This is an optimization exercise on Yosys and OpenROAD, whose aim is small area, a short achievable clock period and few clock cycles, not a production implementation. Function was checked by simulation only, so behaviour that the tests miss may differ from the original. No activity file was given, so power comes from the tool's default toggle rates.

<file path="flow/config.mk">
export PLATFORM = sky130hd
export DESIGN_NAME = cpu_core
export DESIGN_NICKNAME = cpu_core
export VERILOG_FILES = /design/flow/design.v
export SDC_FILE = /design/flow/constraint.sdc
export NUM_CORES = 4
export LEC_CHECK = 0
export CAP_MARGIN = 20
export CORE_MARGIN = 2
export CORE_UTILIZATION = 40
export PLACE_DENSITY = 0.75
export SLEW_MARGIN = 20
export SYNTH_HIERARCHICAL = 1
export TNS_END_PERCENT = 5
</file>
<file path="flow/constraint.sdc">
create_clock -name core_clock -period 10.0 [get_ports {clk}]
set_input_delay 2.0000 -clock core_clock [delete_from_list [all_inputs] [get_ports {clk}]]
set_output_delay 2.0000 -clock core_clock [all_outputs]
set_load 0.01 [all_outputs]
</file>
<file path="flow/design.v">
package arch_types_pkg;
    typedef logic [8-1:0] data_t;
    typedef logic [6-1:0] addr_t;
    typedef logic [16-1:0] instr_t;
    typedef logic [$clog2(4)-1:0] reg_sel_t;
    typedef enum logic [3:0] {
        ALU_ADD       = 4'd0,
        ALU_ADC       = 4'd1,
        ALU_SUB       = 4'd2,    
        ALU_SBC       = 4'd3,
        ALU_INR       = 4'd4,
        ALU_DCR       = 4'd5,
        ALU_AND       = 4'd6,
        ALU_OR        = 4'd7,
        ALU_XOR       = 4'd8,
        ALU_INV       = 4'd9,
        ALU_ROL       = 4'd10,   
        ALU_ROR       = 4'd11,
        ALU_UNDEFINED = 4'd12
    } alu_op_t;
endpackage
package ctrl_types_pkg;
    typedef enum logic [3:0] {
        OP_NOP = 4'd0,
        OP_LDI = 4'd1,   
        OP_ALU = 4'd2,   
        OP_OUT = 4'd3,   
        OP_JMP = 4'd4,
        OP_JZ  = 4'd5,   
        OP_JC  = 4'd6,   
        OP_HLT = 4'd7
    } opcode_t;
    typedef enum logic [2:0] {
        ST_IDLE   = 3'd0,
        ST_FETCH  = 3'd1,
        ST_DECODE = 3'd2,
        ST_EXEC   = 3'd3,
        ST_WRITE  = 3'd4,
        ST_HALT   = 3'd5
    } cpu_state_t;
endpackage
`timescale 1ns/1ns
module alu (
    input  logic [7:0]  a,
    input  logic [7:0]  b,
    input  logic        c_in,
    input  logic [13:0] ctl,
    input  logic        sel_alu,
    input  logic        sel_imm,
    input  logic [7:0]  imm,
    output logic [7:0]  result,
    output logic        c_out,
    output logic        zero
);
    logic y_useb, y_inv, cin_one, cin_c;
    logic r_sum, r_and, r_or, r_xor, r_inv, r_rol, r_ror;
    logic c_sum, c_rol, c_ror;
    assign {y_useb, y_inv, cin_one, cin_c, r_sum, r_and, r_or, r_xor, r_inv,
            r_rol, r_ror, c_sum, c_rol, c_ror} = ctl;
    logic [7:0] y, p, k, lres;
    logic       cin;
    logic [8:0] sum;
    logic       z_sum, z_log;
    assign y   = ({8{y_useb}} & b) ^ {8{y_inv}};
    assign cin = cin_one | (cin_c & c_in);
    assign sum = {1'b0, a} + {1'b0, y} + {8'd0, cin};
    assign p     = a ^ y;
    assign k     = {a[6:0] | y[6:0], cin};
    assign z_sum = (p == k);
    assign lres = ({8{r_and}} & (a & b)) |
                  ({8{r_or}}  & (a | b)) |
                  ({8{r_xor}} & (a ^ b)) |
                  ({8{r_inv}} & ~a) |
                  ({8{r_rol}} & {a[6:0], c_in}) |
                  ({8{r_ror}} & {c_in, a[7:1]});
    assign z_log = (lres == 8'd0);
    assign result = sel_alu ? (r_sum ? sum[7:0] : lres) :
                    sel_imm ? imm : 8'd0;
    assign zero   = r_sum ? z_sum : z_log;
    assign c_out  = (c_sum & sum[8]) | (c_rol & a[7]) | (c_ror & a[0]);
endmodule
module alu_ctl (
    input  logic [3:0]  op,
    output logic [13:0] ctl
);
    logic y_useb, y_inv, cin_one, cin_c;
    logic r_sum, r_and, r_or, r_xor, r_inv, r_rol, r_ror;
    logic c_sum, c_rol, c_ror;
    always_comb begin
        y_useb  = (op <= 4'd3);
        y_inv   = (op == 4'd2) || (op == 4'd3) || (op == 4'd5);
        cin_one = (op == 4'd2) || (op == 4'd4);
        cin_c   = (op == 4'd1) || (op == 4'd3);
        r_sum   = (op <= 4'd5);
        r_and   = (op == 4'd6);
        r_or    = (op == 4'd7);
        r_xor   = (op == 4'd8);
        r_inv   = (op == 4'd9);
        r_rol   = (op == 4'd10);
        r_ror   = (op == 4'd11);
        c_sum   = (op <= 4'd5);
        c_rol   = (op == 4'd10);
        c_ror   = (op == 4'd11);
    end
    assign ctl = {y_useb, y_inv, cin_one, cin_c, r_sum, r_and, r_or, r_xor, r_inv,
                  r_rol, r_ror, c_sum, c_rol, c_ror};
endmodule
`timescale 1ns/1ns
module reg_file (
    input  logic       clk,
    input  logic       reset,
    input  logic [3:0] rd_oh_a,
    input  logic [3:0] rd_oh_b,
    input  logic [3:0] rd_oh_c,
    input  logic [1:0] wr_sel,
    input  logic       wr_en,
    input  logic [7:0] wr_data,
    input  logic [3:0] wr2_oh,      
    input  logic [7:0] wr2_data,
    output logic [7:0] rd_data_a,
    output logic [7:0] rd_data_b,
    output logic [7:0] rd_data_c
);
    logic [7:0] regs [4];
    always_ff @(posedge clk) begin
        for (int i = 0; i < 4; i++) begin
            if (wr2_oh[i] && !reset)                      regs[i] <= wr2_data;
            else if (reset || (wr_en && wr_sel == 2'(i))) regs[i] <= wr_data;
        end
    end
    always_comb begin
        rd_data_a = '0;
        rd_data_b = '0;
        rd_data_c = '0;
        for (int i = 0; i < 4; i++) begin
            rd_data_c = rd_data_c | ({8{rd_oh_c[i]}} & regs[i]);
            rd_data_a = rd_data_a | ({8{rd_oh_a[i]}} & regs[i]);
            rd_data_b = rd_data_b | ({8{rd_oh_b[i]}} & regs[i]);
        end
    end
endmodule
`timescale 1ns/1ns
module prog_mem (
    input  logic        clk,
    input  logic        load_en,
    input  logic [5:0]  load_addr,
    input  logic [15:0] load_data,
    input  logic [5:0]  rd_t,
    input  logic [5:0]  rd_x,
    input  logic [5:0]  rd_s,
    input  logic        rd_ct_jmp,  
    input  logic        rd_ct_z,    
    input  logic        rd_ct_c,
    input  logic        rd_z,
    input  logic        rd_c,
    input  logic        rd_fold,
    output logic [15:0] rd_word,
    output logic [3:0]  nx_op,
    output logic [1:0]  nx_d,
    output logic [7:0]  nx_imm
);
    logic [63:0][15:0] words;
    logic [63:0][15:0] rd_words;
    logic [63:0]       row, row_nx, row_t, row_n;
    logic              pend_q;
    logic [5:0]        pend_addr_q;
    logic [15:0]       pend_data_q;
    logic              byp0_q, byp1_q;
    always_ff @(posedge clk) begin
        pend_q      <= load_en;
        pend_addr_q <= load_addr;
        pend_data_q <= load_data;
        byp0_q      <= load_en && (load_addr == 6'd0);
        byp1_q      <= load_en && (load_addr == 6'd1);
    end
    always_ff @(posedge clk) begin
        for (int i = 0; i < 64; i++) begin
            if (pend_q && pend_addr_q == 6'(i)) words[i] <= pend_data_q;
        end
    end
    always_comb begin
        rd_words    = words;
        rd_words[0] = byp0_q ? pend_data_q : words[0];
        rd_words[1] = byp1_q ? pend_data_q : words[1];
    end
    prog_mem_dec u_dec (
        .t    (rd_t),
        .x    (rd_x),
        .s    (rd_s),
        .fold (rd_fold),
        .row_t (row_t),
        .row_n (row_n)
    );
    prog_mem_rsel u_rsel_nx (
        .ct_jmp (rd_ct_jmp),
        .ct_z   (rd_ct_z),
        .ct_c   (rd_ct_c),
        .z      (rd_z),
        .c      (rd_c),
        .row_t  ({row_t[62:0], row_t[63]}),
        .row_n  ({row_n[62:0], row_n[63]}),
        .row    (row_nx)
    );
    prog_mem_rsel u_rsel (
        .ct_jmp (rd_ct_jmp),
        .ct_z   (rd_ct_z),
        .ct_c   (rd_ct_c),
        .z      (rd_z),
        .c      (rd_c),
        .row_t (row_t),
        .row_n (row_n),
        .row   (row)
    );
    prog_mem_read u_read (
        .row       (row),
        .row_nx    (row_nx),
        .words     (rd_words),
        .rd_word   (rd_word),
        .nx_op     (nx_op),
        .nx_d      (nx_d),
        .nx_imm    (nx_imm)
    );
endmodule
module prog_mem_dec (
    input  logic [5:0]  t,
    input  logic [5:0]  x,
    input  logic [5:0]  s,
    input  logic        fold,
    output logic [63:0] row_t,
    output logic [63:0] row_n
);
    logic [7:0] x_lo, x_hi, s_lo, s_hi;
    always_comb begin
        for (int i = 0; i < 8; i++) begin
            x_lo[i] = (x[2:0] == 3'(i));
            s_lo[i] = (s[2:0] == 3'(i));
            x_hi[i] = fold & (x[5:3] == 3'(i));
            s_hi[i] = !fold & (s[5:3] == 3'(i));
        end
        for (int i = 0; i < 64; i++) begin
            row_t[i] = (t == 6'(i));
            row_n[i] = (x_hi[i / 8] & x_lo[i % 8]) | (s_hi[i / 8] & s_lo[i % 8]);
        end
    end
endmodule
module prog_mem_rsel (
    input  logic        ct_jmp,
    input  logic        ct_z,
    input  logic        ct_c,
    input  logic        z,
    input  logic        c,
    input  logic [63:0] row_t,
    input  logic [63:0] row_n,
    output logic [63:0] row
);
    for (genvar g = 0; g < 8; g++) begin : g_grp
        prog_mem_rsel8 u_grp (
            .ct_jmp (ct_jmp),
            .ct_z   (ct_z),
            .ct_c   (ct_c),
            .z      (z),
            .c      (c),
            .row_t  (row_t[8*g +: 8]),
            .row_n  (row_n[8*g +: 8]),
            .row    (row[8*g +: 8])
        );
    end
endmodule
module prog_mem_rsel8 (
    input  logic       ct_jmp,
    input  logic       ct_z,
    input  logic       ct_c,
    input  logic       z,
    input  logic       c,
    input  logic [7:0] row_t,
    input  logic [7:0] row_n,
    output logic [7:0] row
);
    logic tk;
    assign tk  = ct_jmp | (ct_z & z) | (ct_c & c);
    assign row = tk ? row_t : row_n;
endmodule
module prog_mem_read (
    input  logic [63:0]       row,
    input  logic [63:0]       row_nx,
    input  logic [63:0][15:0] words,
    output logic [15:0]       rd_word,
    output logic [3:0]        nx_op,
    output logic [1:0]        nx_d,
    output logic [7:0]        nx_imm
);
    logic [7:0][29:0] part;
    for (genvar g = 0; g < 8; g++) begin : g_grp
        prog_mem_read8 u_grp (
            .row    (row[8*g +: 8]),
            .row_nx (row_nx[8*g +: 8]),
            .words  (words[8*g +: 8]),
            .part   (part[g])
        );
    end
    always_comb begin
        logic [29:0] acc;
        acc = '0;
        for (int g = 0; g < 8; g++) acc = acc | part[g];
        rd_word   = acc[15:0];
        nx_op     = acc[19:16];
        nx_imm    = acc[29:22];
        nx_d      = acc[21:20];
    end
endmodule
module prog_mem_read8 (
    input  logic [7:0]       row,
    input  logic [7:0]       row_nx,
    input  logic [7:0][15:0] words,
    output logic [29:0]      part
);
    always_comb begin
        part = '0;
        for (int i = 0; i < 8; i++) begin
            part[15:0]  = part[15:0]  | ({16{row[i]}} & words[i]);
            part[19:16] = part[19:16] | ({4{row_nx[i]}} & words[i][15:12]);
            part[21:20] = part[21:20] | ({2{row_nx[i]}} & words[i][11:10]);
            part[29:22] = part[29:22] | ({8{row_nx[i]}} & words[i][7:0]);
        end
    end
endmodule
`timescale 1ns/1ns
module cpu_core (
    input  logic                   clk,
    input  logic                   reset,
    input  logic                   start,
    input  logic                   load_en,
    input  arch_types_pkg::addr_t  load_addr,
    input  arch_types_pkg::instr_t load_data,
    output logic                   out_valid,
    output arch_types_pkg::data_t  out_data,
    output logic                   busy,
    output logic                   halted
);
    logic        running_q;
    logic        z_q, c_q;
    logic [5:0]  t_q, sx_q, s_q;
    logic        fold_q;
    logic        ct_jmp_q, ct_z_q, ct_c_q;
    logic [11:0] x_q;             
    logic        x_ldi_q, x_alu_q, x_out_q, x_hlt_q, x_jmp_q;
    logic [3:0]  x_ra_q, x_rb_q;   
    logic [13:0] x_ctl_q;          
    logic        x_fo_q, x_fo_fwd_q;
    logic [3:0]  x_fo_oh_q;
    logic [3:0]  x_fl_oh_q;
    logic [7:0]  x_fl_imm_q;
    logic        sp_z_q, sp_c_q;
    logic        ks_z_q, ks_c_q, bub_q;
    logic [5:0]  kt_q;
    logic        jc_v_q;
    logic [5:0]  jc_a_q, jc_t_q;
    logic        ld_q;
    logic        taken;
    logic [5:0]  f_addr, f_addr1, f_addr2;
    logic [15:0] w0;
    logic [3:0]  w1_op;
    logic [5:0]  w1_t;
    logic [7:0]  w1_imm;
    logic [1:0]  w1_d;
    assign taken  = ct_jmp_q | (ct_z_q & z_q) | (ct_c_q & c_q);
    assign f_addr = taken ? t_q : fold_q ? sx_q : s_q;
    prog_mem u_prog (
        .clk       (clk),
        .load_en   (load_en && !running_q),
        .load_addr (load_addr),
        .load_data (load_data),
        .rd_t      (t_q),
        .rd_x      (sx_q),
        .rd_s      (s_q),
        .rd_ct_jmp (ct_jmp_q),
        .rd_ct_z   (ct_z_q),
        .rd_ct_c   (ct_c_q),
        .rd_z      (z_q),
        .rd_c      (c_q),
        .rd_fold   (fold_q),
        .rd_word   (w0),
        .nx_op     (w1_op),
        .nx_d      (w1_d),
        .nx_imm    (w1_imm)
    );
    assign f_addr1 = f_addr + 6'd1;
    assign f_addr2 = f_addr + 6'd2;
    logic w0_ldi, w0_alu, w0_out, w0_jmp, w0_jz, w0_jc, w0_hlt, w0_j;
    logic w1_jmp, w1_jz, w1_jc, w1_out, w1_ldi, fold;
    assign w0_ldi = (w0[15:12] == 4'd1);
    assign w0_alu = (w0[15:12] == 4'd2);
    assign w0_out = (w0[15:12] == 4'd3);
    assign w0_jmp = (w0[15:12] == 4'd4);
    assign w0_jz  = (w0[15:12] == 4'd5);
    assign w0_jc  = (w0[15:12] == 4'd6);
    assign w0_hlt = (w0[15:12] == 4'd7);
    assign w0_j   = w0_jmp | w0_jz | w0_jc;
    assign w1_jmp = (w1_op == 4'd4);
    assign w1_jz  = (w1_op == 4'd5);
    assign w1_jc  = (w1_op == 4'd6);
    assign w1_out = (w1_op == 4'd3);
    assign w1_ldi = (w1_op == 4'd1);
    assign w1_t   = w1_imm[5:0];
    logic fold_jmp_ok, fold_jcc_ok, fold_out_ok, fold_ldi_ok;
    assign fold_jmp_ok = !w0_hlt & !w0_jmp;
    assign fold_jcc_ok = !w0_hlt & !w0_j & !w0_alu;
    assign fold_out_ok = !w0_hlt & !w0_j & !w0_out;
    assign fold_ldi_ok = !w0_hlt & !w0_j;
    assign fold = (w1_jmp & fold_jmp_ok) | ((w1_jz | w1_jc) & fold_jcc_ok) |
                  (w1_out & fold_out_ok) | (w1_ldi & fold_ldi_ok) |
                  ((w1_jz | w1_jc) & w0_alu);
    logic [13:0] w0_ctl;
    alu_ctl u_alu_ctl (
        .op  (w0[3:0]),
        .ctl (w0_ctl)
    );
    always_ff @(posedge clk) begin
        x_q      <= w0[11:0];
        x_ctl_q  <= w0_ctl;
        x_fo_q     <= w1_out & fold_out_ok;
        x_fl_imm_q <= w1_imm;
        x_fo_fwd_q <= (w0_ldi | w0_alu) & (w0[11:10] == w1_d);
        for (int i = 0; i < 4; i++) begin
            x_fo_oh_q[i] <= (w1_d == 2'(i));
            x_fl_oh_q[i] <= w1_ldi & fold_ldi_ok & (w1_d == 2'(i));
            x_ra_q[i] <= (w0[11:10] == 2'(i));
            x_rb_q[i] <= (w0[9:8] == 2'(i));
        end
        x_ldi_q  <= w0_ldi;
        x_alu_q  <= w0_alu;
        x_out_q  <= w0_out;
        x_hlt_q  <= w0_hlt;
        x_jmp_q  <= w0_jmp;
        sp_z_q   <= w1_jz & w0_alu;
        sp_c_q   <= w1_jc & w0_alu;
    end
    logic kill, ex_en;
    assign kill  = (ks_z_q & z_q) | (ks_c_q & c_q);
    assign ex_en = running_q & !bub_q & !kill;
    logic idle_next;
    assign idle_next = reset || (running_q ? (x_hlt_q & ex_en) : !start);
    always_ff @(posedge clk) begin
        ks_z_q <= !reset & ex_en & sp_z_q;
        ks_c_q <= !reset & ex_en & sp_c_q;
        kt_q   <= t_q;
        bub_q  <= !idle_next & kill;
    end
    always_ff @(posedge clk) begin
        ct_jmp_q <= idle_next | kill | w0_jmp | (w1_jmp & fold_jmp_ok & !w0_j);
        ct_z_q   <= w0_jz | (w1_jz & fold_jcc_ok);
        ct_c_q   <= w0_jc | (w1_jc & fold_jcc_ok);
        t_q      <= idle_next ? 6'd0 : kill ? kt_q : w0_j ? w0[5:0] : w1_t;
    end
    logic jc_hit;
    assign jc_hit = jc_v_q & (f_addr2 == jc_a_q);
    always_ff @(posedge clk) begin
        sx_q   <= w0_j ? w1_t : jc_hit ? jc_t_q : f_addr2;
        s_q    <= f_addr1;
        fold_q <= fold;
    end
    always_ff @(posedge clk) begin
        ld_q <= load_en && !running_q;
        if (reset || ld_q || (load_en && !running_q)) begin
            jc_v_q <= 1'b0;
        end else if (x_jmp_q) begin
            jc_v_q <= 1'b1;
            jc_a_q <= s_q - 6'd1;
            jc_t_q <= x_q[5:0];
        end
    end
    logic [7:0] rd_a, rd_b, rd_o, alu_res, wr_data;
    logic       alu_c, alu_z, reg_we;
    assign reg_we  = ex_en && (x_ldi_q || x_alu_q);
    assign wr_data = alu_res;
    reg_file u_regs (
        .clk       (clk),
        .reset     (reset),
        .rd_oh_a   (x_ra_q),
        .rd_oh_b   (x_rb_q),
        .rd_oh_c   (x_fo_oh_q),
        .wr_sel    (x_q[11:10]),
        .wr_en     (reg_we),
        .wr_data   (wr_data),
        .wr2_oh    (ex_en ? x_fl_oh_q : 4'd0),
        .wr2_data  (x_fl_imm_q),
        .rd_data_a (rd_a),
        .rd_data_b (rd_b),
        .rd_data_c (rd_o)
    );
    alu u_alu (
        .a      (rd_a),
        .b      (rd_b),
        .c_in   (c_q),
        .ctl     (x_ctl_q),
        .sel_alu (x_alu_q && !reset),
        .sel_imm (x_ldi_q && !reset),
        .imm     (x_q[7:0]),
        .result (alu_res),
        .c_out  (alu_c),
        .zero   (alu_z)
    );
    always_ff @(posedge clk) begin
        if (reset) begin
            z_q <= 1'b1;
            c_q <= 1'b0;
        end else if (ex_en && x_alu_q) begin
            z_q <= alu_z;
            c_q <= alu_c;
        end
    end
    logic run_d, halted_d;
    assign run_d    = !reset && (running_q ? !(x_hlt_q & ex_en) : start);
    assign halted_d = !reset && (running_q ? (x_hlt_q & ex_en) : (halted && !start));
    always_ff @(posedge clk) begin
        running_q <= run_d;
    end
    out_regs u_out (
        .clk         (clk),
        .busy_d      (run_d),
        .halted_d    (halted_d),
        .out_valid_d (!reset && ex_en && (x_out_q || x_fo_q)),
        .out_data_d  (x_fo_q ? (x_fo_fwd_q ? wr_data : rd_o) : rd_a),
        .busy        (busy),
        .halted      (halted),
        .out_valid   (out_valid),
        .out_data    (out_data)
    );
endmodule
module out_regs (
    input  logic       clk,
    input  logic       busy_d,
    input  logic       halted_d,
    input  logic       out_valid_d,
    input  logic [7:0] out_data_d,
    output logic       busy,
    output logic       halted,
    output logic       out_valid,
    output logic [7:0] out_data
);
    always_ff @(posedge clk) begin
        busy      <= busy_d;
        halted    <= halted_d;
        out_valid <= out_valid_d;
        out_data  <= out_data_d;
    end
endmodule
</file>
<file path="flow/flow/run.sh">
#!/bin/bash
# Layout flow: the standard ORFS layout (standard.sh, standard synthesis
# unchanged) with these changes in how the layout is made:
#  - clock tree sinks are clustered into larger groups and no dummy loads
#    are inserted, for a smaller clock tree;
set -euo pipefail
cd "$(dirname "$0")/.."
bash standard.sh \
    SETUP_SLACK_MARGIN=6.6 \
    "BUFFER_PORTS_ARGS=-buffer_cell sky130_fd_sc_hd__buf_4" \
    "CTS_ARGS=-sink_clustering_enable -repair_clock_nets -sink_clustering_size 20 -sink_clustering_max_diameter 80 -dont_use_dummy_load" \
    finish > flow_make.log 2>&1
</file>
<file path="flow/standard.sh">
#!/bin/bash
# synth_recipe.tcl (not shown) runs the flow's synth.tcl, then flattens the netlist and writes it again
# the make line also repeats each setting of config.mk as NAME=value (left out here)
make -C /OpenROAD-flow-scripts/flow DESIGN_CONFIG=/design/flow/config.mk WORK_HOME=/design/flow/orfs CLKGATE_MAP_FILE= SYNTH_SCRIPT=/design/flow/synth_recipe.tcl "${@:-finish}"
</file>
==> impl_table.tex, run 1 <==
\begin{tabular}{lr}
\hline
Metric & Value \\
\hline
\multicolumn{2}{l}{\textbf{Worst hold path}} \\
\quad Class of the worst hold path & register to register \\
\quad Worst Hold Depth & 0 \\
\quad Worst min-delay path startpoint & x\_q[2]\$\_DFF\_P\_ \\
\quad End point of the most critical hold path & jc\_t\_q[2]\$\_DFFE\_PP\_ \\
\multicolumn{2}{l}{\textbf{Synthesis}} \\
\quad Number of enable flip-flop cells after synthesis & 1068 \\
\quad Share of cell area taken by muxes after synthesis & 4.66\% \\
\quad Synth Net Count & 3864 \\
\quad Fraction of the mapped netlist area in compound gates & 17.2\% \\
\quad Per-instance average area after synthesis & 14.2 um2 \\
\quad Basic-gate share of the synthesized area counting and, or, nand and nor cells & 8.21\% \\
\quad Part of the Yosys area used for sequential elements & 64.3\% \\
\quad Synthesis warning total & 15 \\
\quad Adder and majority gate portion of the synthesized area & 0.840\% \\
\quad Post-synthesis share of cell area spent on xor and xnor gates & 0.585\% \\
\quad Share of flip-flops with an asynchronous set or reset & 0\% \\
\quad Post-Synthesis Cell Area & 0.0539 mm2 \\
\quad Number of synthesized register bits & 1197 \\
\quad Top flip-flop cell by instance count after synthesis & sky130\_fd\_sc\_hd\_\_edfxtp\_1 \\
\quad Main combinational cell family by area after synthesis & compound AO/OA/AOI/OAI gates \\
\quad Synthesized netlist cell count & 3803 \\
\quad Netlist cell types & 81 \\
\multicolumn{2}{l}{\textbf{Finish}} \\
\quad Most common cell after layout, fill and taps aside & sky130\_fd\_sc\_hd\_\_edfxtp\_1 \\
\quad Count of placed standard cells in the final layout, fillers left out & 5735 \\
\quad Proportion of layout cells with a drive suffix above 1 & 21.7\% \\
\quad Most frequent cells in the layout & sky130\_fd\_sc\_hd\_\_edfxtp\_1 (1068), sky130\_fd\_sc\_hd\_\_a22oi\_1 (1004), sky130\_fd\_sc\_hd\_\_buf\_4 (329) \\
\quad Synth-to-layout area growth & 12.7\% \\
\quad Net total in the final layout & 4028 \\
\quad Final Util & 45.4\% \\
\multicolumn{2}{l}{\textbf{Setup path}} \\
\quad Worst R2R End & x\_fl\_imm\_q[7]\$\_DFF\_P\_ \\
\quad Worst path arrival time & 4.50 ns \\
\quad Worst Setup End Kind & register \\
\quad Worst-case register-to-register setup slack & 5.97 ns \\
\quad Startpoint of the lowest-slack register-to-register path & ct\_z\_q\$\_DFF\_P\_ \\
\quad CP Max Fanout & 14 \\
\quad Startpoint type of the worst setup path & register \\
\quad Worst-case reg-to-reg path depth & 9 \\
\quad Required time at the worst-slack endpoint & 10.47 ns \\
\quad Critical setup path kind & register to register \\
\multicolumn{2}{l}{\textbf{STA}} \\
\quad Sum of negative setup slack & 0 ns \\
\quad Transition time at the pin with the least slew margin & 1.37 ns \\
\quad Max Clock Skew & 0.104 ns \\
\quad Rel. slew slack & 8.23\% \\
\quad Unrepaired setup endpoints after global routing & yes \\
\quad Fmax & 248 MHz \\
\quad Number of hold violations in the final report & 0 \\
\quad Fin Hold WS & 0.460 ns \\
\quad Final setup violating endpoints & 0 \\
\quad Count of pins over their slew limit & 0 \\
\quad Fin crit period & 4.03 ns \\
\quad Share of the cycle needed by the critical path after routing & 40.3\% \\
\quad Final setup slack of the worst path & 5.97 ns \\
\multicolumn{2}{l}{\textbf{Floorplan}} \\
\quad Overall die width & 371 um \\
\quad Floorplan core area & 0.134 mm2 \\
\quad Area of the die & 0.138 mm2 \\
\quad Die outline height & 371 um \\
\quad Initial Util & 40.3\% \\
\quad Number of cell rows & 134 \\
\quad Top-level port count & 37 \\
\multicolumn{2}{l}{\textbf{Pwr}} \\
\quad LEAKAGE & 19.4 nW \\
\quad VDD IR max & 0.167 mV \\
\quad Power per cell area & 225 mW/mm2 \\
\multicolumn{2}{l}{\textbf{Job}} \\
\quad Count of maximum capacitance violations & 0 \\
\multicolumn{2}{l}{\textbf{Placed design}} \\
\quad Post-detail-place hpwl & 121 mm \\
\quad Count of placed standard cells including taps & 5397 \\
\quad Setup slack after placement & 5.02 ns \\
\quad Port Buffers & 36 \\
\quad Weighted congestion at the end of routability-driven global placement & 1.05 \\
\multicolumn{2}{l}{\textbf{Drt}} \\
\quad Vias & 39.3k \\
\quad Number of DRC markers after the initial detailed-route iteration & 7470 \\
\quad Residual DRC count & 0 \\
\quad Wire length per cell after detailed routing & 32.7 um \\
\quad First-pass detailed-route iteration total & 7 \\
\quad Routed wire length & 188 mm \\
\quad Routed vias/inst & 6.86 \\
\quad Detail Route Antenna Nets & 0 \\
\multicolumn{2}{l}{\textbf{Run status}} \\
\quad Result of the run & timing/DRC/antenna clean \\
\multicolumn{2}{l}{\textbf{Clocking}} \\
\quad Cell chosen for the clock root & sky130\_fd\_sc\_hd\_\_clkbuf\_16 \\
\quad Count of clock tree sinks & 1197 \\
\quad Clock-pin slew on the worst setup and hold paths & 0.08 ns \\
\quad Deepest clock path buffer count & 3 \\
\quad Number of hold buffers added after cts & 0 \\
\quad CTS Buf Count & 74 \\
\quad TritonCTS clock tree & built \\
\quad CTS HTree Levels & 3 \\
\quad Clock network latency to the later pin of the worst-skew pair & 0.70 ns \\
\multicolumn{2}{l}{\textbf{Global routing}} \\
\quad Number of antenna violations at the first check in global routing & 5 \\
\quad Vias in the first global route & 36.5k \\
\quad Maximum number of pins on one net before global-route repair & 67 \\
\quad Residual overflow from global routing & 0 \\
\quad Overall routing resource usage & 26.5\% \\
\quad Wire length of the first global-routing pass & 264 mm \\
\hline
\end{tabular}
## worst max-delay path: stages (launching register included)
cell,delay [ns]
sky130_fd_sc_hd__dfxtp_4,0.37
sky130_fd_sc_hd__buf_12,0.14
sky130_fd_sc_hd__buf_4,0.14
sky130_fd_sc_hd__a221oi_4,0.29
sky130_fd_sc_hd__buf_12,0.18
sky130_fd_sc_hd__mux2_4,0.40
sky130_fd_sc_hd__a22oi_1,0.38
sky130_fd_sc_hd__nand4_1,0.53
sky130_fd_sc_hd__nor4_1,1.22
sky130_fd_sc_hd__nand2_1,0.16
## layer usage
layer	wire length (um)	GRT usage (%)
met5	24	0
met4	13200	14.8
met3	23300	6.01
met2	81600	40.0
met1	69700	35.2
## registers in the layout, indices dropped and copies added (netlist names), 8 cells and up
register / flops
u_prog.pend_data_q: 16
x_ctl_q: 14
x_fl_imm_q: 8
u_regs.regs: 32
u_out.out_data: 8
x_q: 10
u_prog.words: 1024
## repair_timing
item | in CTS | in global routing
setup buffers | 208 | 46
setup endpoints to repair | 88 | 97
pin swaps | 57 | 26
gates cloned | 4 | 3
resized for setup | 279 | 26
## how the worst max path moves through the flow
stage | start | to | slack, ns | cells after the start
after detailed placement | fold_q$_DFF_P_ | sx_q[4]$_DFF_P_ | 5.02 | 12
after floorplan | sx_q[4]$_DFF_P_ | t_q[1]$_SDFF_PP0_ | 6.62 | 16
final | ct_z_q$_DFF_P_ | x_fl_imm_q[7]$_DFF_P_ | 5.97 | 9
after global routing | z_q$_SDFFE_PP1P_ | x_fl_oh_q[0]$_DFF_P_ | 6.06 | 13
after global placement | fold_q$_DFF_P_ | sx_q[1]$_DFF_P_ | 4.98 | 12
after CTS | z_q$_SDFFE_PP1P_ | sx_q[4]$_DFF_P_ | 6.41 | 15
## cell usage after synthesis, types with 5 or more instances
master	n	area [um2]
sky130_fd_sc_hd__a21o_1	5	37.5
sky130_fd_sc_hd__a21oi_1	30	150
sky130_fd_sc_hd__a221oi_4	17	447
sky130_fd_sc_hd__a22o_1	5	43.8
sky130_fd_sc_hd__a22oi_1	1019	7650
sky130_fd_sc_hd__a311oi_1	7	61.3
sky130_fd_sc_hd__and2_1	12	75.1
sky130_fd_sc_hd__buf_1	5	18.8
sky130_fd_sc_hd__buf_2	112	561
sky130_fd_sc_hd__buf_4	23	173
sky130_fd_sc_hd__buf_6	90	1010
sky130_fd_sc_hd__buf_8	8	120
sky130_fd_sc_hd__clkbuf_1	60	225
sky130_fd_sc_hd__dfxtp_1	129	2580
sky130_fd_sc_hd__edfxtp_1	1068	32100
sky130_fd_sc_hd__ha_1	33	413
sky130_fd_sc_hd__inv_1	36	135
sky130_fd_sc_hd__mux2_2	166	1870
sky130_fd_sc_hd__mux2_4	32	480
sky130_fd_sc_hd__mux2i_1	15	150
sky130_fd_sc_hd__nand2_1	117	439
sky130_fd_sc_hd__nand2b_1	13	81.3
sky130_fd_sc_hd__nand3_1	16	80.1
sky130_fd_sc_hd__nand3b_1	13	97.6
sky130_fd_sc_hd__nand4_1	246	1540
sky130_fd_sc_hd__nand4b_1	12	105
sky130_fd_sc_hd__nand4bb_1	17	191
sky130_fd_sc_hd__nor2_1	175	657
sky130_fd_sc_hd__nor2b_1	26	163
sky130_fd_sc_hd__nor3_1	11	55.1
sky130_fd_sc_hd__nor4_1	62	388
sky130_fd_sc_hd__o21ai_0	16	80.1
sky130_fd_sc_hd__o22ai_1	57	357
sky130_fd_sc_hd__o22ai_2	8	100
sky130_fd_sc_hd__or3_1	8	50.1
sky130_fd_sc_hd__or4b_1	12	120
sky130_fd_sc_hd__xnor2_1	16	140
sky130_fd_sc_hd__xor2_1	20	175
## modules after synthesis (local to each module, per instance), a selection
| module | cell area (um2) | cells | flip-flops and latches | copies in the design |
|---|---|---|---|---|
| alu | 1390 | 195 | 0 | 1 |
| alu_ctl | 244 | 33 | 0 | 1 |
| cpu_core | 3920 | 374 | 105 | 1 |
| out_regs | 220 | 11 | 11 | 1 |
| prog_mem | 32100 | 1182 | 1049 | 1 |
| prog_mem_dec | 1320 | 220 | 0 | 1 |
| prog_mem_read8 | 1280 | 174 | 0 | 8 |
| prog_mem_rsel8 | 116 | 9 | 0 | 16 |
| reg_file | 2060 | 162 | 32 | 1 |
## power breakdown
group | internal [mW] | switching, mW | total (mW)
sequential | 5.67 | 0.343 | 6.02
clock | 1.32 | 1.57 | 2.88
combinational | 1.75 | 3.00 | 4.75
## layout make-up
cell class | count | area, um2
fillers | 11500 | 72900
flip-flops and latches | 1197 | 34700
multi-input cells | 2275 | 18300
repair buffers | 383 | 3470
well taps | 1768 | 2210
clock buffers | 74 | 1850
inverters | 36 | 135
diodes | 2 | 5.00
## cells by family (layout without fill, tap and decap cells)
logic type,count (synthesis),in the layout
multiplexers,214,218
AND/OR/NAND/NOR,781,782
adder cells (fa/ha/maj),35,35
flip-flops,1197,1197
other,0,2
buffers and inverters,336,493
XOR/XNOR,36,36
AO/OA/AOI/OAI,1204,1204
## stage by stage
stage	area [um2]	total power [mW]
after floorplan	53900	8.23
after global placement	55000	9.59
final	60700	13.6
after CTS	60100	13.2
after global routing	60700	13.9
after detailed placement	55000	9.62
Testbench counts, summed over its fixed seeds: cycles 9,777.
==> run 2, diff against run 1 <==
--- a/flow/flow/run.sh
+++ b/flow/flow/run.sh
@@ -6,7 +6,7 @@
 set -euo pipefail
 cd "$(dirname "$0")/.."
 bash standard.sh \
-    SETUP_SLACK_MARGIN=6.6 \
+    SETUP_SLACK_MARGIN=6.3 \
     "BUFFER_PORTS_ARGS=-buffer_cell sky130_fd_sc_hd__buf_4" \
     "CTS_ARGS=-sink_clustering_enable -repair_clock_nets -sink_clustering_size 20 -sink_clustering_max_diameter 80 -dont_use_dummy_load" \
     finish > flow_make.log 2>&1
--- a/flow/config.mk
+++ b/flow/config.mk
@@ -11,4 +11,4 @@
 export PLACE_DENSITY = 0.75
 export SLEW_MARGIN = 20
 export SYNTH_HIERARCHICAL = 1
-export TNS_END_PERCENT = 5
+export TNS_END_PERCENT = 100
==> run 2 against run 1 <==
Compared with the run above: still clean; count of clock-buffer cells in the layout unchanged; flip-flop and latch count unchanged; first-iteration DRC count down 13%; clock skew down 0.022 ns; utilization down 1.3 points; area after synthesis unchanged; die area unchanged; cell count down 2.6%; via count down 2.5%; wire length down 4.6%; setup slack better by 0.21 ns; design area down 2.8%; critical path type unchanged; highest routed layer unchanged.
==> impl_table.tex, run 2 <==
\begin{tabular}{lr}
\hline
Metric & Value \\
\hline
\multicolumn{2}{l}{\textbf{Finish}} \\
\quad Register ranked first by flip-flop count & u\_prog.words \\
\quad Final Util & 44.2\% (-1.3 points) \\
\quad Net total in the final layout & 3879 (-3.7\%) \\
\quad Most common cell after layout, fill and taps aside & sky130\_fd\_sc\_hd\_\_edfxtp\_1 \\
\quad Proportion of layout cells with a drive suffix above 1 & 17.9\% (-3.8 points) \\
\quad Synth-to-layout area growth & 9.51\% \\
\quad Max reg flops & 1024 (unchanged) \\
\quad Most frequent cells in the layout & sky130\_fd\_sc\_hd\_\_edfxtp\_1 (1068), sky130\_fd\_sc\_hd\_\_a22oi\_1 (1016), sky130\_fd\_sc\_hd\_\_nand4\_1 (246) \\
\quad Cell area after layout & 0.0590 mm2 (-2.8\%) \\
\quad Number of fillers in the final layout & 11.6k (+1.0\%) \\
\quad Largest registers & u\_prog.words x1024, u\_regs.regs x32, u\_prog.pend\_data\_q x16 \\
\quad Count of placed standard cells in the final layout, fillers left out & 5586 (-2.6\%) \\
\multicolumn{2}{l}{\textbf{STA}} \\
\quad Final setup violating endpoints & 0 (unchanged) \\
\quad Sum of negative setup slack & 0 ns (unchanged) \\
\quad Fin crit period & 3.82 ns (-0.208 ns) \\
\quad Fmax & 262 MHz (+5.4\%) \\
\quad Number of hold violations in the final report & 0 (unchanged) \\
\quad Transition time at the pin with the least slew margin & 1.29 ns (-0.0852 ns) \\
\quad Share of the cycle needed by the critical path after routing & 38.2\% (-2.1 points) \\
\quad Max Clock Skew & 0.0817 ns (-0.0223 ns) \\
\quad Unrepaired setup endpoints after global routing & yes \\
\quad Rel. slew slack & 13.3\% (+5.1 points) \\
\quad Count of pins over their slew limit & 0 (unchanged) \\
\multicolumn{2}{l}{\textbf{Clocking}} \\
\quad CTS Buf Count & 74 (unchanged) \\
\quad TritonCTS clock tree & built \\
\quad Cell chosen for the clock root & sky130\_fd\_sc\_hd\_\_clkbuf\_16 \\
\quad Clock network latency to the later pin of the worst-skew pair & 0.72 ns (+0.02 ns) \\
\quad Clock-pin slew on the worst setup and hold paths & 0.08 ns (about the same) \\
\quad Count of clock tree sinks & 1197 (unchanged) \\
\quad CTS HTree Levels & 3 (unchanged) \\
\quad Deepest clock path buffer count & 3 (unchanged) \\
\quad Number of hold buffers added after cts & 0 (unchanged) \\
\multicolumn{2}{l}{\textbf{Setup path}} \\
\quad Cell class contributing the biggest share of worst-path delay & simple AND/OR/NAND/NOR gates \\
\quad Startpoint type of the worst setup path & register \\
\quad List of cells traversed by the critical path & buf\_12 > a221oi\_4 > buf\_12 > mux2\_4 > buf\_4 > buf\_4 > a22oi\_1 > nand4\_1 > nor4\_1 > nand2\_1 \\
\quad Crit path buf inv count & 4 (+1) \\
\quad Highest-delay cell along the critical path & sky130\_fd\_sc\_hd\_\_nor4\_1 \\
\quad Critical Path Max Stage Delay & 1.02 ns (-0.20 ns) \\
\quad CP Max Fanout & 9 (-5) \\
\quad Worst Setup End Kind & register \\
\quad Worst path arrival time & 4.31 ns (-0.19 ns) \\
\quad Critical setup path kind & register to register \\
\quad Required time at the worst-slack endpoint & 10.49 ns (+0.02 ns) \\
\multicolumn{2}{l}{\textbf{Pwr}} \\
\quad Sum of internal, switching and leakage power & 13.1 mW (-4.0\%) \\
\quad Power per cell area & 222 mW/mm2 (-1.3\%) \\
\quad VDD IR max & 0.180 mV (+7.7\%) \\
\quad LEAKAGE & 18.4 nW (-4.9\%) \\
\multicolumn{2}{l}{\textbf{Placed design}} \\
\quad Instance area after placement & 0.0550 mm2 (about the same) \\
\quad Port Buffers & 36 (unchanged) \\
\quad Post-detail-place hpwl & 118 mm (-2.6\%) \\
\quad Weighted congestion at the end of routability-driven global placement & 1.07 (+1.5\%) \\
\quad Count of placed standard cells including taps & 5390 (-0.13\%) \\
\multicolumn{2}{l}{\textbf{Drt}} \\
\quad First-pass detailed-route iteration total & 7 (unchanged) \\
\quad Routed vias/inst & 6.86 (about the same) \\
\quad Residual DRC count & 0 (unchanged) \\
\quad Detail Route Antenna Nets & 0 (unchanged) \\
\quad Number of DRC markers after the initial detailed-route iteration & 6506 (-13\%) \\
\quad Vias & 38.3k (-2.5\%) \\
\quad Routed wire length & 179 mm (-4.6\%) \\
\quad Wire length per cell after detailed routing & 32.1 um (-2.0\%) \\
\multicolumn{2}{l}{\textbf{Floorplan}} \\
\quad Overall die width & 371 um (unchanged) \\
\quad Area of the die & 0.138 mm2 (unchanged) \\
\quad Top-level port count & 37 (unchanged) \\
\quad Initial Util & 40.3\% (unchanged) \\
\quad Number of cell rows & 134 (unchanged) \\
\quad Floorplan core area & 0.134 mm2 (unchanged) \\
\quad Die outline height & 371 um (unchanged) \\
\multicolumn{2}{l}{\textbf{Global routing}} \\
\quad Maximum number of pins on one net before global-route repair & 67 (unchanged) \\
\quad Wire length of the first global-routing pass & 255 mm (-3.2\%) \\
\quad Number of antenna violations at the first check in global routing & 4 (-1) \\
\quad Overall routing resource usage & 25.4\% (-1.0 points) \\
\quad Residual overflow from global routing & 0 (unchanged) \\
\quad Vias in the first global route & 36.1k (-0.96\%) \\
\multicolumn{2}{l}{\textbf{Synthesis}} \\
\quad Part of the Yosys area used for sequential elements & 64.3\% (unchanged) \\
\quad Synthesis warning total & 15 (unchanged) \\
\quad Synth Net Count & 3864 (unchanged) \\
\quad Per-instance average area after synthesis & 14.2 um2 (unchanged) \\
\quad Synth top area cells & sky130\_fd\_sc\_hd\_\_edfxtp\_1 (60\%), sky130\_fd\_sc\_hd\_\_a22oi\_1 (14\%), sky130\_fd\_sc\_hd\_\_dfxtp\_1 (4.8\%) \\
\quad Synthesized netlist cell count & 3803 (unchanged) \\
\quad Top flip-flop cell by instance count after synthesis & sky130\_fd\_sc\_hd\_\_edfxtp\_1 \\
\quad Top cell type's share of synthesized area & 59.5\% (unchanged) \\
\quad Netlist cell types & 81 (unchanged) \\
\quad Share of flip-flops with an asynchronous set or reset & 0\% (unchanged) \\
\quad Number of synthesized register bits & 1197 (unchanged) \\
\quad Top cell type by total area after synthesis & sky130\_fd\_sc\_hd\_\_edfxtp\_1 \\
\quad Number of enable flip-flop cells after synthesis & 1068 (unchanged) \\
\quad Commonest cells in the netlist & sky130\_fd\_sc\_hd\_\_edfxtp\_1 (1068), sky130\_fd\_sc\_hd\_\_a22oi\_1 (1019), sky130\_fd\_sc\_hd\_\_nand4\_1 (246), sky130\_fd\_sc\_hd\_\_nor2\_1 (175), sky130\_fd\_sc\_hd\_\_mux2\_2 (166) \\
\quad Top-count cell post-synth & sky130\_fd\_sc\_hd\_\_edfxtp\_1 \\
\quad Post-Synthesis Cell Area & 0.0539 mm2 (unchanged) \\
\multicolumn{2}{l}{\textbf{Job}} \\
\quad Count of maximum capacitance violations & 0 (unchanged) \\
\multicolumn{2}{l}{\textbf{Worst hold path}} \\
\quad Class of the worst hold path & register to register \\
\multicolumn{2}{l}{\textbf{Run status}} \\
\quad Result of the run & timing/DRC/antenna clean \\
\hline
\end{tabular}
[run 2: final cells by class]
cell class | instances | area, um2 | share of cell area (%)
sequential | 1197 | 34700 | 58.8
multi-input combinational | 2270 | 18000 | 30.5
tap | 1768 | 2210 | 3.75
timing repair buffer | 239 | 2120 | 3.60
clock buffer | 74 | 1850 | 3.14
inverter | 36 | 135 | 0.229
antenna | 2 | 5.00 | 0.00848
[run 2: final timing paths]
| kind | cells after the start | slack [ns] | start | end |
|---|---|---|---|---|
| hold reg to reg | 1 | 0.43 | sp_z_q$_DFF_P_ | ks_z_q$_DFF_P_ |
| setup reg to reg | 10 | 6.18 | z_q$_SDFFE_PP1P_ | x_q[6]$_DFF_P_ |
| setup / recovery | 10 | 6.18 | z_q$_SDFFE_PP1P_ | x_q[6]$_DFF_P_ |
| hold / removal | 1 | 0.43 | sp_z_q$_DFF_P_ | ks_z_q$_DFF_P_ |
[run 2: per-layer routing]
metal / wire [um] / global-route usage [%]
met1: 64700 / 33.2
met2: 77300 / 37.7
met3: 23700 / 7.21
met4: 13500 / 15.0
met5: 41 / 0
[run 2: through the flow]
step                setup WS (ns)  hold slack, ns
floorplan                    6.49           0.396
global placement             5.35           0.411
detailed placement           5.17           0.410
CTS                          6.30           0.428
global route                 6.25           0.450
finish                       6.18           0.429
[run 2: modules after synthesis (local to each module, per instance), excerpt]
| module | cells inside | copies in the design | flip-flops and latches | area [um2] |
|---|---|---|---|---|
| cpu_core | 374 | 1 | 105 | 3920 |
| prog_mem_rsel8 | 9 | 16 | 0 | 116 |
| out_regs | 11 | 1 | 11 | 220 |
| prog_mem_read8 | 174 | 8 | 0 | 1280 |
| alu_ctl | 33 | 1 | 0 | 244 |
| prog_mem_dec | 220 | 1 | 0 | 1320 |
| prog_mem_read | 90 | 1 | 0 | 488 |
| reg_file | 162 | 1 | 32 | 2060 |
[run 2: where the power goes]
group | total [mW] | switching [mW] | internal, mW
clock | 2.88 | 1.56 | 1.31
combinational | 4.21 | 2.69 | 1.52
sequential | 6.01 | 0.343 | 5.67
[run 2: timing repair]
action	in CTS	in global routing
cloned	0	1
setup endpoints to repair	56	57
pin swaps	33	22
gates resized for setup	152	67
buffers inserted	65	52
[run 2: worst register-to-register path: stages, from the launching register on]
cell                       delay [ns]
sky130_fd_sc_hd__dfxtp_4         0.41
sky130_fd_sc_hd__buf_12          0.18
sky130_fd_sc_hd__a221oi_4        0.34
sky130_fd_sc_hd__buf_12          0.18
sky130_fd_sc_hd__mux2_4          0.34
sky130_fd_sc_hd__buf_4           0.16
sky130_fd_sc_hd__buf_4           0.16
sky130_fd_sc_hd__a22oi_1         0.24
sky130_fd_sc_hd__nand4_1         0.29
sky130_fd_sc_hd__nor4_1          1.02
sky130_fd_sc_hd__nand2_1         0.30
[run 2: kinds of logic (layout without fill, tap and decap cells)]
family          count (synthesis)  after routing  share of synthesized area [%]
buf+inv                       336            349                           4.19
mux                           214            214                           4.66
flops                        1197           1197                           64.3
other cells                     0              2                              0
compound gates               1204           1204                           17.2
xor+xnor                       36             36                          0.585
simple gates                  781            781                           8.21
fa+ha+maj                      35             35                          0.841
==> run 3, diff against run 2 <==
--- a/flow/config.mk
+++ b/flow/config.mk
@@ -7,7 +7,7 @@
 export LEC_CHECK = 0
 export CAP_MARGIN = 20
 export CORE_MARGIN = 2
-export CORE_UTILIZATION = 40
+export CORE_UTILIZATION = 50
 export PLACE_DENSITY = 0.75
 export SLEW_MARGIN = 20
 export SYNTH_HIERARCHICAL = 1
==> run 3 against run 2 <==
Compared with the run above: global-route usage is 5.9 points higher; total power grew 0.23%; die area down 20%; fmax shrank 4.7%; critical endpoint is now ct_jmp_q$_DFF_P_; highest routed layer unchanged.
==> impl_table.tex, run 3 <==
\begin{tabular}{lr}
\hline
Metric & Value \\
\hline
\multicolumn{2}{l}{\textbf{Run status}} \\
\quad Result of the run & timing/DRC/antenna clean \\
\multicolumn{2}{l}{\textbf{STA}} \\
\quad Share of the cycle needed by the critical path after routing & 40.1\% (+1.9 points) \\
\quad Fin crit period & 4.01 ns (+0.186 ns) \\
\quad Final setup violating endpoints & 0 (unchanged) \\
\quad Max Clock Skew & 0.0848 ns (+0.00307 ns) \\
\quad Rel. slew slack & 19.2\% (+5.9 points) \\
\quad Number of hold violations in the final report & 0 (unchanged) \\
\quad Count of pins over their slew limit & 0 (unchanged) \\
\quad Unrepaired setup endpoints after global routing & yes \\
\quad Transition time at the pin with the least slew margin & 1.21 ns (-0.0779 ns) \\
\quad Fmax & 250 MHz (-4.7\%) \\
\quad Sum of negative setup slack & 0 ns (unchanged) \\
\multicolumn{2}{l}{\textbf{Synthesis}} \\
\quad Part of the Yosys area used for sequential elements & 64.3\% (unchanged) \\
\quad Synth top area cells & sky130\_fd\_sc\_hd\_\_edfxtp\_1 (60\%), sky130\_fd\_sc\_hd\_\_a22oi\_1 (14\%), sky130\_fd\_sc\_hd\_\_dfxtp\_1 (4.8\%) \\
\quad Number of enable flip-flop cells after synthesis & 1068 (unchanged) \\
\quad Number of synthesized register bits & 1197 (unchanged) \\
\quad Post-Synthesis Cell Area & 0.0539 mm2 (unchanged) \\
\quad Top cell type's share of synthesized area & 59.5\% (unchanged) \\
\quad Synth Net Count & 3864 (unchanged) \\
\quad Top flip-flop cell by instance count after synthesis & sky130\_fd\_sc\_hd\_\_edfxtp\_1 \\
\quad Netlist cell types & 81 (unchanged) \\
\quad Commonest cells in the netlist & sky130\_fd\_sc\_hd\_\_edfxtp\_1 (1068), sky130\_fd\_sc\_hd\_\_a22oi\_1 (1019), sky130\_fd\_sc\_hd\_\_nand4\_1 (246), sky130\_fd\_sc\_hd\_\_nor2\_1 (175), sky130\_fd\_sc\_hd\_\_mux2\_2 (166) \\
\quad Per-instance average area after synthesis & 14.2 um2 (unchanged) \\
\quad Synthesis warning total & 15 (unchanged) \\
\quad Top cell type by total area after synthesis & sky130\_fd\_sc\_hd\_\_edfxtp\_1 \\
\quad Top-count cell post-synth & sky130\_fd\_sc\_hd\_\_edfxtp\_1 \\
\quad Share of flip-flops with an asynchronous set or reset & 0\% (unchanged) \\
\quad Synthesized netlist cell count & 3803 (unchanged) \\
\multicolumn{2}{l}{\textbf{Clocking}} \\
\quad CTS HTree Levels & 3 (unchanged) \\
\quad Cell chosen for the clock root & sky130\_fd\_sc\_hd\_\_clkbuf\_16 \\
\quad Clock-pin slew on the worst setup and hold paths & 0.08 ns (about the same) \\
\quad CTS Buf Count & 74 (unchanged) \\
\quad TritonCTS clock tree & built \\
\quad Deepest clock path buffer count & 3 (unchanged) \\
\quad Number of hold buffers added after cts & 0 (unchanged) \\
\quad Clock network latency to the later pin of the worst-skew pair & 0.69 ns (-0.03 ns) \\
\quad Count of clock tree sinks & 1197 (unchanged) \\
\multicolumn{2}{l}{\textbf{Finish}} \\
\quad Max reg flops & 1024 (unchanged) \\
\quad Synth-to-layout area growth & 9.29\% \\
\quad Count of placed standard cells in the final layout, fillers left out & 5255 (-5.9\%) \\
\quad Proportion of layout cells with a drive suffix above 1 & 19.1\% (+1.2 points) \\
\quad Combined flip-flop and latch cell area & 0.0347 mm2 (about the same) \\
\quad Number of fillers in the final layout & 8444 (-27\%) \\
\quad Net total in the final layout & 3911 (+0.82\%) \\
\quad Largest registers & u\_prog.words x1024, u\_regs.regs x32, u\_prog.pend\_data\_q x16 \\
\quad Cell area after layout & 0.0589 mm2 (-0.20\%) \\
\quad Most frequent cells in the layout & sky130\_fd\_sc\_hd\_\_edfxtp\_1 (1068), sky130\_fd\_sc\_hd\_\_a22oi\_1 (1011), sky130\_fd\_sc\_hd\_\_nand4\_1 (246) \\
\quad Register ranked first by flip-flop count & u\_prog.words \\
\quad Multi-input combinational cell area & 0.0181 mm2 (+0.62\%) \\
\quad Most common cell after layout, fill and taps aside & sky130\_fd\_sc\_hd\_\_edfxtp\_1 \\
\multicolumn{2}{l}{\textbf{Drt}} \\
\quad Number of DRC markers after the initial detailed-route iteration & 6832 (+5.0\%) \\
\quad First-pass detailed-route iteration total & 7 (unchanged) \\
\quad Residual DRC count & 0 (unchanged) \\
\quad Routed vias/inst & 7.39 (+7.6\%) \\
\quad Detail Route Antenna Nets & 0 (unchanged) \\
\quad Vias & 38.8k (+1.3\%) \\
\quad Wire length per cell after detailed routing & 34.3 um (+7.0\%) \\
\quad Routed wire length & 180 mm (+0.69\%) \\
\multicolumn{2}{l}{\textbf{Setup path}} \\
\quad Worst Setup End Kind & register \\
\quad Startpoint type of the worst setup path & register \\
\quad Critical setup path kind & register to register \\
\quad Cell seen most often among critical-path stages & sky130\_fd\_sc\_hd\_\_nor2\_1 \\
\quad Required time at the worst-slack endpoint & 10.51 ns (+0.02 ns) \\
\quad CP Max Fanout & 20 (+11) \\
\quad Highest-delay cell along the critical path & sky130\_fd\_sc\_hd\_\_nor2\_1 \\
\quad Worst path arrival time & 4.52 ns (+0.21 ns) \\
\quad Critical Path Max Stage Delay & 0.73 ns (-0.29 ns) \\
\quad Worst-case register-to-register setup slack & 5.99 ns (-0.19 ns) \\
\quad List of cells traversed by the critical path & nand4bb\_1 > nor2\_1 > mux2\_2 > a22oi\_1 > nand4\_1 > nor4\_4 > nand2\_1 > or3\_1 > nor2\_1 > or4b\_2 \\
\multicolumn{2}{l}{\textbf{Pwr}} \\
\quad Relative contribution of sequential cells to total power & 45.7\% (-0.2 points) \\
\quad Total internal power & 8.54 mW (+0.52\%) \\
\quad Proportion of power drawn by combinational gates & 32.4\% (+0.3 points) \\
\quad LEAKAGE & 18.6 nW (+0.91\%) \\
\quad Net switching power figure & 4.58 mW (-0.30\%) \\
\quad VDD IR max & 0.161 mV (-11\%) \\
\quad Switch share & 34.9\% (-0.19 points) \\
\quad Clock network power share & 21.9\% (about the same) \\
\quad Power per cell area & 223 mW/mm2 (+0.43\%) \\
\multicolumn{2}{l}{\textbf{Floorplan}} \\
\quad Number of cell rows & 120 (-10\%) \\
\quad Top-level port count & 37 (unchanged) \\
\quad Area of the die & 0.110 mm2 (-20\%) \\
\quad Die outline height & 332 um (-10\%) \\
\quad Floorplan core area & 0.107 mm2 (-20\%) \\
\quad Initial Util & 50.3\% (+10 points) \\
\quad Overall die width & 332 um (-10\%) \\
\multicolumn{2}{l}{\textbf{Placed design}} \\
\quad Count of placed standard cells including taps & 5036 (-6.6\%) \\
\quad Instance area after placement & 0.0546 mm2 (-0.76\%) \\
\quad Post-detail-place hpwl & 121 mm (+2.0\%) \\
\quad Weighted congestion at the end of routability-driven global placement & 0.995 (-7.0\%) \\
\quad Port Buffers & 36 (unchanged) \\
\multicolumn{2}{l}{\textbf{Global routing}} \\
\quad Number of antenna violations at the first check in global routing & 6 (+2) \\
\quad Vias in the first global route & 35.2k (-2.5\%) \\
\quad Wire length of the first global-routing pass & 253 mm (-0.94\%) \\
\quad Overall routing resource usage & 31.3\% (+5.9 points) \\
\quad Maximum number of pins on one net before global-route repair & 67 (unchanged) \\
\quad Residual overflow from global routing & 0 (unchanged) \\
\multicolumn{2}{l}{\textbf{Job}} \\
\quad Count of maximum capacitance violations & 0 (unchanged) \\
\multicolumn{2}{l}{\textbf{Worst hold path}} \\
\quad Class of the worst hold path & register to register \\
\hline
\end{tabular}
-- run 3: area by class of cell --
| type | count | area share [%] |
|---|---|---|
| Sequential cell | 1197 | 59.0 |
| Multi-Input combinational cell | 2272 | 30.7 |
| Timing Repair Buffer | 269 | 3.96 |
| Clock buffer | 74 | 3.14 |
| Tap cell | 1403 | 2.98 |
| Inverter | 36 | 0.229 |
| Antenna cell | 4 | 0.0170 |
-- run 3: kinds of logic after synthesis --
logic type      after synthesis  synth area share, %
mux                         214                 4.66
xor+xnor                     36                0.585
simple gates                781                 8.21
flops                      1197                 64.3
compound gates             1204                 17.2
fa+ha+maj                    35                0.841
buf+inv                     336                 4.19
-- run 3: through the flow --
| stage | power [mW] | utilization (%) | setup slack (ns) | hold WS (ns) |
|---|---|---|---|---|
| finish | 13.1 | 55.0 | 5.99 | 0.431 |
| global route | 13.4 | 55.0 | 6.05 | 0.460 |
| CTS | 12.7 | 54.0 | 6.24 | 0.435 |
| detailed placement | 9.45 | 51.0 | 5.10 | 0.417 |
| global placement | 9.42 | 51.0 | 5.08 | 0.414 |
| floorplan | 8.23 | - | 6.49 | 0.396 |
-- run 3: modules after synthesis (local to each module, per instance), a selection --
| module | cells | area, um2 | copies in the design | flip-flops and latches |
|---|---|---|---|---|
| cpu_core | 374 | 3920 | 1 | 105 |
| prog_mem_read8 | 174 | 1280 | 8 | 0 |
| alu_ctl | 33 | 244 | 1 | 0 |
| alu | 195 | 1390 | 1 | 0 |
| prog_mem | 1182 | 32100 | 1 | 1049 |
| out_regs | 11 | 220 | 1 | 11 |
| reg_file | 162 | 2060 | 1 | 32 |
| prog_mem_read | 90 | 488 | 1 | 0 |
-- run 3: power groups by stage --
stage | logic (mW) | clock network (mW) | registers (mW)
2_1_floorplan | 2.28 | 0 | 5.95
4_1_cts | 3.80 | 2.88 | 5.98
3_3_place_gp | 3.34 | 0 | 6.08
6_report | 4.25 | 2.87 | 6.00
5_1_grt | 4.37 | 3.04 | 6.02
3_5_place_dp | 3.35 | 0 | 6.10
-- run 3: final timing paths --
check,start,endpoint,depth (start not counted)
max,t_q[2]$_SDFF_PP0_,ct_jmp_q$_DFF_P_,10
min,sp_z_q$_DFF_P_,ks_z_q$_DFF_P_,1
min reg2reg,sp_z_q$_DFF_P_,ks_z_q$_DFF_P_,1
max reg2reg,t_q[2]$_SDFF_PP0_,ct_jmp_q$_DFF_P_,10
-- run 3: critical path: cells and delay by family (launching register included) --
family	cells	cell delay (ns)
DFF	1	0.59
and+or+nand+nor	8	2.49
AOI/OAI and AO/OA	1	0.14
muxes	1	0.64
-- run 3: what timing repair did --
action,CTS,global route
cloned,0,2
gates resized for setup,171,80
setup buffers,62,77
pin swaps,33,32
setup endpoints to repair,69,55
-- run 3: per-layer routing --
layer	up-vias	global-route usage, %	wire, um
met5	-	0	133
met4	6	13.8	10900
met3	625	8.62	25400
met2	3343	47.3	78800
met1	19100	42.6	65300
li1	15700	-	-
==> run 4, diff against run 3 <==
--- a/flow/config.mk
+++ b/flow/config.mk
@@ -7,8 +7,8 @@
 export LEC_CHECK = 0
 export CAP_MARGIN = 20
 export CORE_MARGIN = 2
-export CORE_UTILIZATION = 50
+export CORE_UTILIZATION = 40
 export PLACE_DENSITY = 0.75
-export SLEW_MARGIN = 20
+export SLEW_MARGIN = 60
 export SYNTH_HIERARCHICAL = 1
 export TNS_END_PERCENT = 100
==> run 4 against run 3 <==
Compared with the run above: still clean on timing, DRC and antenna; total power is essentially flat; first-iteration DRC count decreased by 8.1%; fmax up 6.9%; clock skew decreased by 0.013 ns; clock power about the same; critical path type unchanged; highest routed layer unchanged.
==> impl_table.tex, run 4 <==
\begin{tabular}{lr}
\hline
Metric & Value \\
\hline
\multicolumn{2}{l}{\textbf{Global routing}} \\
\quad Vias in the first global route & 36.0k (+2.2\%) \\
\quad Maximum number of pins on one net before global-route repair & 67 (unchanged) \\
\quad Residual overflow from global routing & 0 (unchanged) \\
\quad Overall routing resource usage & 25.3\% (-6.0 points) \\
\quad Number of antenna violations at the first check in global routing & 4 (-2) \\
\quad Wire length of the first global-routing pass & 255 mm (+0.93\%) \\
\multicolumn{2}{l}{\textbf{Pwr}} \\
\quad Power per cell area & 220 mW/mm2 (-1.2\%) \\
\quad Sum of internal, switching and leakage power & 13.1 mW (about the same) \\
\quad LEAKAGE & 18.7 nW (+0.40\%) \\
\quad VDD IR max & 0.146 mV (-9.6\%) \\
\multicolumn{2}{l}{\textbf{Finish}} \\
\quad Most common cell after layout, fill and taps aside & sky130\_fd\_sc\_hd\_\_edfxtp\_1 \\
\quad Net total in the final layout & 3909 (-0.051\%) \\
\quad Count of placed standard cells in the final layout, fillers left out & 5616 (+6.9\%) \\
\quad Synth-to-layout area growth & 10.7\% \\
\quad Proportion of layout cells with a drive suffix above 1 & 19.6\% (+0.50 points) \\
\quad Largest registers & u\_prog.words x1024, u\_regs.regs x32, u\_prog.pend\_data\_q x16 \\
\quad Register ranked first by flip-flop count & u\_prog.words \\
\quad Most frequent cells in the layout & sky130\_fd\_sc\_hd\_\_edfxtp\_1 (1068), sky130\_fd\_sc\_hd\_\_a22oi\_1 (1006), sky130\_fd\_sc\_hd\_\_nand4\_1 (246) \\
\quad Max reg flops & 1024 (unchanged) \\
\multicolumn{2}{l}{\textbf{STA}} \\
\quad Rel. slew slack & 53.7\% (+34 points) \\
\quad Final setup slack of the worst path & 6.25 ns (+0.258 ns) \\
\quad Fin Hold WS & 0.431 ns (+0.0000360 ns) \\
\quad Unrepaired setup endpoints after global routing & yes \\
\quad Sum of negative setup slack & 0 ns (unchanged) \\
\quad Max Clock Skew & 0.0714 ns (-0.0134 ns) \\
\quad Fmax & 267 MHz (+6.9\%) \\
\quad Fin crit period & 3.75 ns (-0.258 ns) \\
\quad Final setup violating endpoints & 0 (unchanged) \\
\quad Count of pins over their slew limit & 0 (unchanged) \\
\quad Transition time at the pin with the least slew margin & 0.689 ns (-0.521 ns) \\
\quad Share of the cycle needed by the critical path after routing & 37.5\% (-2.6 points) \\
\quad Number of hold violations in the final report & 0 (unchanged) \\
\multicolumn{2}{l}{\textbf{Clocking}} \\
\quad CTS Buf Count & 73 (-1.4\%) \\
\quad Deepest clock path buffer count & 3 (unchanged) \\
\quad CTS HTree Levels & 3 (unchanged) \\
\quad Clock-pin slew on the worst setup and hold paths & 0.09 ns (about the same) \\
\quad Cell chosen for the clock root & sky130\_fd\_sc\_hd\_\_clkbuf\_16 \\
\quad Clock network latency to the later pin of the worst-skew pair & 0.68 ns (about the same) \\
\quad Count of clock tree sinks & 1197 (unchanged) \\
\quad TritonCTS clock tree & built \\
\multicolumn{2}{l}{\textbf{Floorplan}} \\
\quad Area of the die & 0.138 mm2 (+25\%) \\
\quad Top-level port count & 37 (unchanged) \\
\quad Die outline height & 371 um (+12\%) \\
\quad Initial Util & 40.3\% (-10 points) \\
\quad Floorplan core area & 0.134 mm2 (+25\%) \\
\quad Overall die width & 371 um (+12\%) \\
\quad Number of cell rows & 134 (+12\%) \\
\multicolumn{2}{l}{\textbf{Synthesis}} \\
\quad Top flip-flop cell by instance count after synthesis & sky130\_fd\_sc\_hd\_\_edfxtp\_1 \\
\quad Per-instance average area after synthesis & 14.2 um2 (unchanged) \\
\quad Netlist cell types & 81 (unchanged) \\
\quad Post-Synthesis Cell Area & 0.0539 mm2 (unchanged) \\
\quad Number of enable flip-flop cells after synthesis & 1068 (unchanged) \\
\quad Synth top area cells & sky130\_fd\_sc\_hd\_\_edfxtp\_1 (60\%), sky130\_fd\_sc\_hd\_\_a22oi\_1 (14\%), sky130\_fd\_sc\_hd\_\_dfxtp\_1 (4.8\%) \\
\quad Part of the Yosys area used for sequential elements & 64.3\% (unchanged) \\
\quad Commonest cells in the netlist & sky130\_fd\_sc\_hd\_\_edfxtp\_1 (1068), sky130\_fd\_sc\_hd\_\_a22oi\_1 (1019), sky130\_fd\_sc\_hd\_\_nand4\_1 (246), sky130\_fd\_sc\_hd\_\_nor2\_1 (175), sky130\_fd\_sc\_hd\_\_mux2\_2 (166) \\
\quad Top-count cell post-synth & sky130\_fd\_sc\_hd\_\_edfxtp\_1 \\
\quad Top cell type by total area after synthesis & sky130\_fd\_sc\_hd\_\_edfxtp\_1 \\
\quad Synth Net Count & 3864 (unchanged) \\
\quad Share of flip-flops with an asynchronous set or reset & 0\% (unchanged) \\
\quad Synthesis warning total & 15 (unchanged) \\
\quad Synthesized netlist cell count & 3803 (unchanged) \\
\quad Top cell type's share of synthesized area & 59.5\% (unchanged) \\
\quad Number of synthesized register bits & 1197 (unchanged) \\
\multicolumn{2}{l}{\textbf{Run status}} \\
\quad Result of the run & timing/DRC/antenna clean \\
\multicolumn{2}{l}{\textbf{Setup path}} \\
\quad Worst path arrival time & 4.28 ns (-0.24 ns) \\
\quad Required time at the worst-slack endpoint & 10.54 ns (+0.03 ns) \\
\quad Startpoint type of the worst setup path & register \\
\quad Critical setup path kind & register to register \\
\quad Worst Setup End Kind & register \\
\quad CP Max Fanout & 32 (+60\%) \\
\multicolumn{2}{l}{\textbf{Placed design}} \\
\quad Setup slack after placement & 5.55 ns (+0.448 ns) \\
\quad Weighted congestion at the end of routability-driven global placement & 1.07 (+7.5\%) \\
\quad Post-detail-place hpwl & 120 mm (-0.26\%) \\
\quad Count of placed standard cells including taps & 5422 (+7.7\%) \\
\quad Port Buffers & 36 (unchanged) \\
\multicolumn{2}{l}{\textbf{Drt}} \\
\quad Vias & 38.8k (-0.015\%) \\
\quad Detail Route Antenna Nets & 0 (unchanged) \\
\quad First-pass detailed-route iteration total & 12 (+5) \\
\quad Routed vias/inst & 6.91 (-6.4\%) \\
\quad Number of DRC markers after the initial detailed-route iteration & 6276 (-8.1\%) \\
\quad Routed wire length & 180 mm (-0.35\%) \\
\quad Residual DRC count & 0 (unchanged) \\
\quad Wire length per cell after detailed routing & 32.0 um (-6.8\%) \\
\multicolumn{2}{l}{\textbf{Worst hold path}} \\
\quad Class of the worst hold path & register to register \\
\multicolumn{2}{l}{\textbf{Job}} \\
\quad Count of maximum capacitance violations & 0 (unchanged) \\
\hline
\end{tabular}
[run 4: layout make-up]
cell class / count / area [um2]
Sequential cell: 1197 / 34700
Multi-Input combinational cell: 2271 / 18200
Antenna cell: 2 / 5.00
Tap cell: 1768 / 2210
Inverter: 36 / 135
Timing Repair Buffer: 269 / 2550
Clock buffer: 73 / 1830
Fill cell: 11600 / 74000
[run 4: cell families (layout without fill, tap and decap cells)]
group                    after synthesis  after routing  share of synthesized area, %
AO/OA/AOI/OAI                       1204           1205                          17.2
flip-flops                          1197           1197                          64.3
buffers and inverters                336            378                          4.19
XOR/XNOR                              36             36                         0.585
AND/OR/NAND/NOR                      781            781                          8.21
adder cells (fa/ha/maj)               35             35                         0.841
multiplexers                         214            214                          4.66
other                                  0              2                             0
[run 4: where the power goes]
| part | total [mW] | switching (mW) | internal, mW |
|---|---|---|---|
| Sequential | 6.01 | 0.338 | 5.67 |
| Combinational | 4.28 | 2.73 | 1.55 |
| Clock | 2.85 | 1.55 | 1.30 |
| Total | 13.1 | 4.61 | 8.52 |
[run 4: what timing repair did]
action / CTS / global route
pin swaps: 29 / 42
hold buffers: 0 / 0
setup endpoints to repair: 43 / 43
buffers inserted: 34 / 76
gates cloned: 0 / 3
gates resized for setup: 112 / 111
[run 4: through the flow]
stage          utilization, %  area [um2]
3_5_place_dp             41.7       55700
6_report                 44.7       59700
3_3_place_gp             41.1       55000
2_1_floorplan               -       53900
5_1_grt                  44.7       59700
4_1_cts                  43.7       58400
[run 4: final timing paths]
| path | startpoint | endpoint | slack [ns] | depth (start not counted) |
|---|---|---|---|---|
| worst min register to register | sp_z_q$_DFF_P_ | ks_z_q$_DFF_P_ | 0.43 | 1 |
| worst max-delay path | fold_q$_DFF_P_ | sx_q[2]$_DFF_P_ | 6.25 | 13 |
| worst min-delay path | sp_z_q$_DFF_P_ | ks_z_q$_DFF_P_ | 0.43 | 1 |
| worst max register to register | fold_q$_DFF_P_ | sx_q[2]$_DFF_P_ | 6.25 | 13 |
[run 4: per-module statistics from Yosys, one instance, submodules excluded, a selection]
module	cells inside	area, um2	flip-flops and latches	times used
prog_mem_dec	220	1320	0	1
out_regs	11	220	11	1
cpu_core	374	3920	105	1
alu_ctl	33	244	0	1
prog_mem_read8	174	1280	0	8
prog_mem_read	90	488	0	1
reg_file	162	2060	32	1
prog_mem	1182	32100	1049	1
[run 4: worst max-delay path, cell delays in order (launching register included)]
cell and delay [ns]:
sky130_fd_sc_hd__dfxtp_1 0.33, sky130_fd_sc_hd__buf_6 0.25, sky130_fd_sc_hd__nand4b_1 0.18, sky130_fd_sc_hd__buf_4 0.17, sky130_fd_sc_hd__buf_4 0.12, sky130_fd_sc_hd__o22ai_1 0.09
sky130_fd_sc_hd__mux2_4 0.41, sky130_fd_sc_hd__a22oi_1 0.18, sky130_fd_sc_hd__nand4_1 0.51, sky130_fd_sc_hd__nor4_4 0.49, sky130_fd_sc_hd__nand2_4 0.18, sky130_fd_sc_hd__nand2_4 0.14
sky130_fd_sc_hd__nand2_4 0.12, sky130_fd_sc_hd__a21oi_1 0.39
[run 4: metal layers]
| layer | wire (um) | global-route usage, % | vias up |
|---|---|---|---|
| li1 | - | - | 15700 |
| met1 | 65500 | 33.4 | 19200 |
| met2 | 77700 | 37.8 | 3165 |
| met3 | 23100 | 6.56 | 669 |
| met4 | 13500 | 14.3 | 4 |
| met5 | 23 | 0 | - |
